Context: an optimization exercise on an open-source flow, tuned for small area, a short achievable clock period and few clock cycles per item. The choices shown serve that exercise and are no tape-out recipe.
The RTL was checked by simulation tests, not by an equivalence proof against the original design.

==> design.v <==
`timescale 1ns / 1ps
package bds_pkg;
  localparam int SBR_WIDTH   = 13;
  localparam int MAX_RATIO   = 32;
  localparam int FIRST_RATIO = 4;
  localparam int CLK_W       = 28;
  localparam int BAUD_W      = 23;
  localparam int OSR_W       = 5;
  localparam int RATIO_W     = 6;
  localparam int DIV_W       = 16;
  localparam int QUO_W       = 28;
  localparam int CNT_W       = 5;
  localparam logic [DIV_W-1:0] DIV_SAT = {DIV_W{1'b1}};
  localparam logic [OSR_W-1:0] EDGE_LOW  = OSR_W'(3);
  localparam logic [OSR_W-1:0] EDGE_HIGH = OSR_W'(6);
  typedef struct packed {
    logic [CLK_W-1:0]  clock_hz;
    logic [BAUD_W-1:0] baud_wanted;
  } query_t;
  typedef struct packed {
    logic [OSR_W-1:0]     osr_field;
    logic [SBR_WIDTH-1:0] sbr_divisor;
    logic                 both_edge;
    logic [CLK_W-1:0]     rate_error;
    logic                 divisor_overflow;
  } result_t;
  typedef struct packed {
    logic             start;
    logic [QUO_W-1:0] dividend;
    logic [QUO_W-1:0] divisor;
  } div_req_t;
  typedef struct packed {
    logic             done;
    logic [QUO_W-1:0] quotient;
  } div_rsp_t;
endpackage
`timescale 1ns / 1ps
module bds_divider
(
  input  logic [4:0] osr,      
  input  logic [4:0] rem_in,   
  input  logic [1:0] bits,     
  output logic [4:0] rem_out,
  output logic [1:0] quo
);
  logic [5:0] t0, t1;
  logic [6:0] s0, s1;
  logic [4:0] m1;
  assign t0     = {rem_in, bits[1]};
  assign s0     = {1'b0, t0} + {1'b0, ~{1'b0, osr}};
  assign quo[1] = s0[6];
  assign m1     = s0[6] ? s0[4:0] : t0[4:0];
  assign t1     = {m1, bits[0]};
  assign s1     = {1'b0, t1} + {1'b0, ~{1'b0, osr}};
  assign quo[0] = s1[6];
  assign rem_out = s1[6] ? s1[4:0] : t1[4:0];
endmodule
`timescale 1ns / 1ps
module baud_divisor_search
(
  input  logic    clk,
  input  logic    rst,
  input  logic    query_valid,
  output logic    query_stall,
  input  bds_pkg::query_t  query,
  output logic    result_valid,
  input  logic    result_stall,
  output bds_pkg::result_t result
);
  localparam logic [3:0] S_IDLE  = 4'd0;
  localparam logic [3:0] S_QDIV  = 4'd1;
  localparam logic [3:0] S_RATIO = 4'd2;
  localparam logic [3:0] S_SCAN  = 4'd3;
  localparam logic [3:0] S_CAND  = 4'd4;
  localparam logic [3:0] S_DIV   = 4'd5;
  localparam logic [3:0] S_LOADB = 4'd6;
  localparam logic [3:0] S_ESUB  = 4'd7;
  localparam logic [3:0] S_CMP   = 4'd8;
  localparam logic [3:0] S_FIN   = 4'd9;
  localparam logic [3:0] S_FIN2  = 4'd10;
  localparam logic [3:0] S_FSCAN = 4'd11;
  localparam logic [3:0] S_ACC   = 4'd12;
  localparam logic [3:0] S_OUT   = 4'd13;
  localparam logic [1:0] K_NORM = 2'd0;   
  localparam logic [1:0] K_BUMP = 2'd1;   
  localparam logic [1:0] K_SAT  = 2'd2;   
  localparam logic [1:0] K_ZERO = 2'd3;   
  logic [3:0]  state;
  logic        qs;
  logic [22:0] rem;
  logic [27:0] quo;
  logic [22:0] dvs;
  logic [4:0]  cnt;
  logic [20:0] qv;         
  logic        qbig;       
  logic [5:0]  osr;        
  logic [4:0]  mrem;       
  logic [3:0]  grp;        
  logic        dffff;      
  logic        lastv;      
  logic [4:0]  mlast;      
  logic        dlast;      
  logic [5:0]  mmin;       
  logic [1:0]  kind;
  logic [22:0] best_err;
  logic [4:0]  best_osr;
  logic [1:0]  best_kind;
  logic [27:0] qc;
  logic [22:0] qb;
  assign qc = query.clock_hz;
  assign qb = query.baud_wanted;
  logic        inv;
  logic        cin;
  logic [23:0] trial;
  logic [24:0] diff;
  logic        fits;
  logic        skip;
  logic        last;
  logic [22:0] rem_step;
  logic [27:0] quo_step;
  logic [4:0]  cnt_step;
  logic [23:0] eval;
  assign inv   = (kind == K_BUMP) || (kind == K_ZERO);
  assign cin   = (state == S_ESUB) ? !inv : 1'b1;
  assign trial = {rem, quo[27]};
  assign diff  = {1'b0, trial} + {2'b11, ~dvs} + {24'b0, cin};
  assign fits  = !diff[24];
  assign skip  = (cnt >= 5'd4) && (rem[22:19] == 4'd0) && ({rem[18:0], quo[27:24]} < dvs);
  assign eval  = diff[23:0] ^ {24{inv}};
  always_comb begin
    if (skip) begin
      rem_step = {rem[18:0], quo[27:24]};
      quo_step = {quo[23:0], 4'b0};
      cnt_step = cnt - 5'd4;
      last     = (cnt == 5'd4);
    end else begin
      rem_step = fits ? diff[22:0] : trial[22:0];
      quo_step = {quo[26:0], fits};
      cnt_step = cnt - 5'd1;
      last     = (cnt == 5'd1);
    end
  end
  logic [3:0]  top;        
  logic [21:0] qpad;
  logic [1:0]  gbits;
  logic [4:0]  m_next;
  logic [1:0]  q2;
  logic        dffff_next;
  assign qpad = {1'b0, qv};
  always_comb begin
    top = 4'd0;
    for (int i = 1; i < 11; i++) begin
      if (|qpad[2*i +: 2]) top = 4'(i);
    end
    gbits = 2'b00;
    for (int i = 0; i < 11; i++) begin
      if (grp == 4'(i)) gbits = qpad[2*i +: 2];
    end
  end
  bds_divider u_div (
    .osr     (osr[4:0]),
    .rem_in  (mrem),
    .bits    (gbits),
    .rem_out (m_next),
    .quo     (q2)
  );
  assign dffff_next = (grp <= 4'd7) ? (dffff & (&q2)) : dffff;
  logic        add_r;
  logic [4:0]  msub;
  logic [6:0]  xadd;
  logic [21:0] qsum;
  logic [5:0]  ratio;
  assign ratio = osr + 6'd1;
  assign add_r = (state != S_CAND);
  always_comb begin
    case (state)
      S_CAND:  msub = mlast;
      S_FIN2:  msub = 5'd0;
      default: msub = mmin[4:0];
    endcase
  end
  assign xadd  = (add_r ? {1'b0, ratio} : 7'd0) - {2'b0, msub};
  assign qsum  = {1'b0, qv} + {{15{xadd[6]}}, xadd};
  logic        first;
  logic        lt;
  logic        ez;
  logic        go_bump;
  logic        cand;
  logic        is_sat;
  logic        is_zero;
  assign first   = (osr == 6'd3) && (kind != K_BUMP);
  assign lt      = diff[24] || first;
  assign ez      = (trial == 24'd0);
  assign go_bump = (kind == K_NORM) && lt && (osr != 6'd3) && !dlast && !ez;
  assign cand    = lastv && ({1'b0, mlast} < mmin);
  assign is_sat  = qbig || (qv[20:16] > osr[4:0]);
  assign is_zero = (qv[20:6] == 15'd0) && (qv[5:0] <= osr);
  always_ff @(posedge clk) begin
    if (rst) begin
      state        <= S_IDLE;
      qs           <= 1'b1;
      result_valid <= 1'b0;
    end else begin
      qs <= 1'b1;
      case (state)
        S_IDLE: begin
          if (query_valid) state <= S_QDIV;
        end
        S_QDIV: begin
          if (last) state <= S_RATIO;
        end
        S_RATIO: begin
          if (is_sat || is_zero) state <= S_DIV;
          else                   state <= S_SCAN;
        end
        S_SCAN: begin
          if (cand)                            state <= S_CAND;
          else if (lastv && osr == 6'd32)      state <= S_FIN;
        end
        S_CAND: state <= S_DIV;
        S_DIV: begin
          if (last) state <= S_LOADB;
        end
        S_LOADB: state <= S_ESUB;
        S_ESUB:  state <= S_CMP;
        S_CMP: begin
          if (ez && kind != K_BUMP) begin
            state <= S_FIN;
          end else if (go_bump) begin
            state <= S_DIV;
          end else if (kind == K_ZERO) begin
            state <= S_FIN;
          end else if (kind == K_SAT) begin
            state <= (osr == 6'd31) ? S_FIN : S_RATIO;
          end else if (mmin == 6'd0) begin
            state <= (qv < 21'd32) ? S_RATIO : S_FIN;
          end else begin
            state <= (osr == 6'd31) ? S_FIN : S_SCAN;
          end
        end
        S_FIN: begin
          if (best_kind == K_SAT || best_kind == K_ZERO) begin
            state <= S_ACC;
            qs    <= 1'b0;
          end else if (best_kind == K_BUMP) begin
            state <= S_FIN2;
          end else begin
            state <= S_FSCAN;
          end
        end
        S_FIN2:  state <= S_FSCAN;
        S_FSCAN: begin
          if (grp == 4'd0) begin
            state <= S_ACC;
            qs    <= 1'b0;
          end
        end
        S_ACC: begin
          state        <= S_OUT;
          result_valid <= 1'b1;
        end
        S_OUT: begin
          if (!result_stall) begin
            state        <= S_IDLE;
            result_valid <= 1'b0;
          end
        end
        default: state <= S_IDLE;
      endcase
    end
  end
  always_ff @(posedge clk) begin
    case (state)
      S_IDLE: begin
        quo  <= qc;
        rem  <= '0;
        dvs  <= qb;
        cnt  <= 5'd28;
        osr  <= 6'd3;
        mmin <= 6'd32;
      end
      S_QDIV: begin
        rem <= rem_step;
        quo <= quo_step;
        cnt <= cnt_step;
        if (last) begin
          qv   <= quo_step[20:0];
          qbig <= |quo_step[27:21];
        end
      end
      S_RATIO: begin
        quo   <= qc;
        rem   <= '0;
        cnt   <= 5'd28;
        mrem  <= '0;
        grp   <= top;
        dffff <= (top >= 4'd7);
        lastv <= 1'b0;
        if (is_sat) begin
          dvs  <= {2'b0, osr[4:0], 11'h7FF, ~osr[4:0]};
          kind <= K_SAT;
        end else begin
          dvs  <= {17'b0, ratio};
          kind <= K_ZERO;
        end
      end
      S_SCAN: begin
        if (grp == 4'd0) begin
          mlast <= m_next;
          dlast <= dffff_next;
          lastv <= 1'b1;
          osr   <= osr + 6'd1;
          mrem  <= '0;
          grp   <= top;
          dffff <= (top >= 4'd7);
        end else begin
          lastv <= 1'b0;
          mrem  <= m_next;
          grp   <= grp - 4'd1;
          dffff <= dffff_next;
        end
      end
      S_CAND: begin
        osr  <= osr - 6'd1;
        mmin <= {1'b0, mlast};
        dvs  <= {1'b0, qsum};
        quo  <= qc;
        rem  <= '0;
        cnt  <= 5'd28;
        kind <= K_NORM;
      end
      S_DIV: begin
        rem <= rem_step;
        quo <= quo_step;
        cnt <= cnt_step;
      end
      S_LOADB: begin
        dvs     <= qb;
        rem     <= quo[23:1];
        quo[27] <= quo[0];
      end
      S_ESUB: begin
        dvs     <= best_err;
        rem     <= eval[23:1];
        quo[27] <= eval[0];
      end
      S_CMP: begin
        if (lt || (ez && kind != K_BUMP)) begin
          best_err  <= trial[22:0];
          best_kind <= kind;
          if (kind != K_BUMP) best_osr <= osr[4:0];
        end
        dvs   <= {1'b0, qsum};
        quo   <= qc;
        rem   <= '0;
        cnt   <= 5'd28;
        kind  <= K_BUMP;
        mrem  <= '0;
        grp   <= top;
        dffff <= (top >= 4'd7);
        lastv <= 1'b0;
        if (!go_bump) begin
          if (kind != K_SAT && mmin == 6'd0) osr <= {1'b0, qv[4:0]};
          else                               osr <= osr + 6'd1;
        end
      end
      S_FIN: begin
        osr  <= {1'b0, best_osr};
        mrem <= '0;
        quo  <= '0;
        grp  <= (best_kind == K_BUMP && top != 4'd10) ? top + 4'd1 : top;
        if (best_kind == K_SAT)  quo <= 28'd65535;
        if (best_kind == K_ZERO) quo <= 28'd1;
      end
      S_FIN2: begin
        qv <= qsum[20:0];
      end
      S_FSCAN: begin
        mrem <= m_next;
        quo  <= {quo[25:0], q2};
        grp  <= grp - 4'd1;
      end
      default: begin
      end
    endcase
  end
  assign query_stall = qs;
  always_comb begin
    result.osr_field        = best_osr;
    result.sbr_divisor      = quo[bds_pkg::SBR_WIDTH-1:0];
    result.both_edge        = (best_osr >= bds_pkg::EDGE_LOW) && (best_osr <= bds_pkg::EDGE_HIGH);
    result.rate_error       = {5'b0, best_err};
    result.divisor_overflow = |quo[15:bds_pkg::SBR_WIDTH];
  end
endmodule
`timescale 1ns / 1ps
module bds_top
(
  input  logic        clk,
  input  logic        rst,
  input  logic        query_valid,
  output logic        query_stall,
  input  logic [27:0] query_clock_hz,
  input  logic [22:0] query_baud_wanted,
  output logic        result_valid,
  input  logic        result_stall,
  output logic [4:0]  result_osr_field,
  output logic [12:0] result_sbr_divisor,
  output logic        result_both_edge,
  output logic [27:0] result_rate_error,
  output logic        result_divisor_overflow
);
  bds_pkg::query_t  query;
  bds_pkg::result_t result;
  assign query.clock_hz    = query_clock_hz;
  assign query.baud_wanted = query_baud_wanted;
  baud_divisor_search u_search (
    .clk          (clk),
    .rst          (rst),
    .query_valid  (query_valid),
    .query_stall  (query_stall),
    .query        (query),
    .result_valid (result_valid),
    .result_stall (result_stall),
    .result       (result)
  );
  assign result_osr_field        = result.osr_field;
  assign result_sbr_divisor      = result.sbr_divisor;
  assign result_both_edge        = result.both_edge;
  assign result_rate_error       = result.rate_error;
  assign result_divisor_overflow = result.divisor_overflow;
endmodule
==> run.sh <==
#!/bin/bash
# synth_recipe.tcl (not shown) runs the flow's synth.tcl, then flattens the netlist and writes it again
# the make line also repeats each setting of config.mk as NAME=value (left out here)
make -C /OpenROAD-flow-scripts/flow DESIGN_CONFIG=/design/flow/config.mk WORK_HOME=/design/flow/orfs CLKGATE_MAP_FILE= SYNTH_SCRIPT=/design/flow/synth_recipe.tcl finish
==> config.mk <==
export PLATFORM = sky130hd
export DESIGN_NAME = bds_top
export DESIGN_NICKNAME = bds_top
export VERILOG_FILES = /design/flow/design.v
export SDC_FILE = /design/flow/constraint.sdc
export NUM_CORES = 4
export LEC_CHECK = 0
export CAP_MARGIN = 20
export CORE_MARGIN = 2
export CORE_UTILIZATION = 40
export SLEW_MARGIN = 20
==> constraint.sdc <==
create_clock -name core_clock -period 8.0 [get_ports {clk}]
set_input_delay 1.6000 -clock core_clock [delete_from_list [all_inputs] [get_ports {clk}]]
set_output_delay 1.6000 -clock core_clock [all_outputs]
set_load 0.01 [all_outputs]
==> results.txt <==
per-layer routing:
| metal | global-route usage, % | vias to the layer above | wire length (µm) | part of all wire, % |
|---|---|---|---|---|
| met5 | 0 | - | 0 | 0 |
| met3 | 4.03 | 67 | 3840 | 8.2 |
| met4 | 7.69 | 0 | 1190 | 2.5 |
| met2 | 40.9 | 633 | 20800 | 44 |
| li1 | - | 5533 | - | - |
| met1 | 39.1 | 5771 | 21200 | 45 |
registers in the layout (all words and copies together) (netlist names), 2 cells and up:
register and count:
u_search.quo 28, u_search.best_err 23, u_search.dvs 23, u_search.rem 23
u_search.qv 21, u_search.mmin 6, u_search.osr 6, u_search.best_osr 5
u_search.cnt 5, u_search.mlast 5, u_search.mrem 5, u_search.grp 4
u_search.state 4, u_search.best_kind 2, u_search.kind 2
cells by family (layout without fill, tap and decap cells):
logic type | count (synthesis) | in the layout | synth area share [%]
AO/OA/AOI/OAI | 463 | 463 | 22.4
buffers and inverters | 161 | 230 | 5.26
flip-flops | 168 | 168 | 37.0
multiplexers | 60 | 60 | 4.54
AND/OR/NAND/NOR | 382 | 382 | 14.0
adder cells (fa/ha/maj) | 116 | 116 | 11.1
other | 1 | 5 | 0.0279
XOR/XNOR | 87 | 87 | 5.66
worst reg2reg max path, delay by kind of cell, from the launching register on:
kind,cells,cell delay (ns)
AOI/OAI and AO/OA,7,1.21
DFF,1,0.90
adders and majority gates,3,0.92
muxes,1,0.35
buffers and inverters,3,0.67
and+or+nand+nor,10,1.79
worst min path at each step:
stage	from	to	slack, ns	cells past startpoint
2_1_floorplan	u_search.kind[0]	u_search.best_kind[0]	0.42	0
3_3_place_gp	u_search.result_valid	u_search.result_valid	0.48	2
3_5_place_dp	u_search.result_valid	u_search.result_valid	0.48	2
4_1_cts	u_search.result_valid	u_search.result_valid	0.50	2
5_1_grt	u_search.result_valid	u_search.result_valid	0.51	2
6_report	u_search.result_valid	u_search.result_valid	0.49	2
cells in the final DEF (no fill, tap or decap), types with 12 or more instances in the layout:
cell type        count
a22oi_1             24
nand2b_1            25
o211ai_1            13
nor2_1             101
o21ai_1             12
mux2i_1             52
xnor2_1             57
edfxtp_1           162
nand3_1             32
nor3_1              26
clkdlybuf4s50_1     99
buf_4               19
and3_1              14
a21oi_1            130
ha_1               110
a211oi_1            16
a221oi_1            41
xor2_1              30
nor2b_1             25
nand2_1             89
o21ai_0             96
a21o_1              23
a31oi_1             18
clkbuf_16           17
inv_1               76
nor4_1              17
through the flow:
| step | hold slack (ns) | instance area (µm²) |
|---|---|---|
| floorplan | 0.421 | 13500 |
| global placement | 0.482 | 14800 |
| detailed placement | 0.485 | 14800 |
| CTS | 0.496 | 15400 |
| global route | 0.513 | 15400 |
| finish | 0.487 | 15400 |
cell type report:
| cell class | instances | area share, % |
|---|---|---|
| repair buffers | 119 | 7.44 |
| well taps | 448 | 3.63 |
| clock buffers | 18 | 2.85 |
| multi-input cells | 1113 | 50.7 |
| inverters | 79 | 1.92 |
| flip-flops and latches | 168 | 32.3 |
| clock inverters | 14 | 1.14 |
==> results.txt <==
- Worst EP arrival: 6.32 ns
- I/O Pins: 105
- DIE AREA: 0.0351 mm²
- TritonCTS clock tree: done
- Initial antenna violation count: 0
- DRC Markers: 0
- GRT overflow: 0
- Routed Antenna Nets: 0
- Layout area overhead: 14.6%
- First-pass GRT wire length: 71300 µm
- Clock Path Buffers: 2
- FFs w/ async S/R, synth: 0%
- Worst Setup SP: u_search.state[0]
- Seq/Total Area, Yosys: 37.0%
- Placer congestion estimate: 0.959
- Total track usage: 26.7%
- Number of max-slew violations in the final report: 0
- Fin util: 46.3%
- Clock sink count: 168
- Crit. End Element: register
- Die X: 187 µm
- Final TNS setup: 0 ns
- Total clock buffers created by CTS: 17
- Num rows: 67
- Synth cell count leaders: 162 x edfxtp_1, 131 x a21oi_1, 110 x ha_1
- Synth Register Bits: 168
- WS Path Type: reg2reg
- CP Max Fanout: 30
- Most frequent cell after synthesis: edfxtp_1
- Critical R2R Capture: u_search.dvs[21]
- Ys Warns: 1
- Post-CTS Hold Fix Bufs: 0
- Starting density of the core: 40.3%
- Crit share post-route: 76.5%
- DP HPWL: 35700 µm
- Via Count: 12000
- Gate Count Post-Synth: 1438
- Critical path's top delay family: simple AND/OR/NAND/NOR gates
- Post-synth design cell area: 0.0135 mm²
- Dpl cells: 1927
- Post-synth EDFFs: 162
- Cell Chain, Critical Path: nand2b_1 > nor2_1 > buf_4 > nor2_1 > a21o_1 > ha_1 > inv_1 > fa_1 > a21oi_1 > nor2_1 > nor2_1 > nor2b_1 > or3_4 > inv_1 > ha_1 > o21a_1 > o21ai_0 > a21oi_1 > o21ai_0 > o21a_1 > nor3_1 > nor2_1 > mux2_2 > or3_1
- Crit path launch type: register
- Final WS setup: 1.88 ns
- Worst path depth: 24
- Post-layout nets: 1669
- Top cell by count, worst path: nor2_1
- Endpoints failing setup: 0
- Reg2Reg Depth: 24
- Multi-input logic area: 0.00783 mm²
- Critical Path Max Stage Delay: 0.90 ns
- Number of global-route vias before repair: 11300
- IO buf count: 99
- Fmax: 163 MHz
- Status: finished clean
- H-tree levels: 4
- RSZ-0062 raised after global routing: no
- Post-CTS resize count: 0
- Layout cells sized above 1: 6.15%
- Crit path capture: u_search.dvs[21]
- Final non-filler cell total: 1959
- Final Critical Period: 6.12 ns
- Critical path buffer and inverter count: 3
- Max_cap viols: 0
- Dpl ws: 2.00 ns
- Reg-to-reg slack, setup: 1.88 ns
- WL per Instance: 24.0 µm
- Worst-path clk slew: 0.08 ns
- Area contributors post-synth: edfxtp_1 36%, ha_1 10%, a21oi_1 4.9%, mux2i_1 3.9%, xnor2_1 3.7%
- Synth top area share: 36.1%
- Reg2Reg Launch Point: u_search.state[0]
- Antenna diode count: 0
- Synth cell types: 74
- Vias per inst: 6.13
- Routed wire length: 47000 µm
- Fillers: 3205
- Worst-Skew Late Latency: 0.45 ns
- CP max-delay cell: dfxtp_1
- Max_slew headroom: 28.8%
- Synth area leader: edfxtp_1
- Core Footprint: 0.0334 mm²
- Worst Tran Pin Value: 1.06 ns
- Drt pass-1 iters: 6
- Setup Skew: 0.0138 ns
- Primary FF master, synth: edfxtp_1
- Min-Delay Path Class: reg2reg
- Endpoints failing hold: 0
- WP data required: 8.20 ns
- Register Area: 0.00498 mm²
- Clock Root Buffer: clkbuf_16
- Setup Fix Bufs, Post-CTS: 0
- 1st-iter DRT viols: 1518
- Largest net degree at the start of global routing: 48
- Syn Area/Cell: 9.36 µm²
- Die height: 187 µm
Testbench counts, summed over its fixed seeds: cycles 27,704, queries 256.

==> afterwards: timing with drivers on the ports <==
In the flow no input, the clock included, has a driving cell. The finished layout below was timed again as built, in two steps.
Step 1, drivers: a clkbuf_16 drives clk and a buf_2 each remaining input, both assumed.
Step 2 times the ports against the registers' clock, not the clock port: input delays grow and output delays shrink by t, the midpoint of the rising clock arrivals with the driver on.
a / b / c = ideal / step 1 / step 2; a / b = the first two.
shift t [ns]: 0.500
setup slack, ns: 1.882 / 1.882 / 1.882
worst setup path after step 2: register to register
slew at the worst register clock pin (ns): 0.08 / 0.08
worst data-port slew with drivers (ns): 0.04
After both steps setup and hold are still met in this run. For this run, drivers alone change the setup slack by 0.000 ns; drivers and shift together by 0.000 ns.
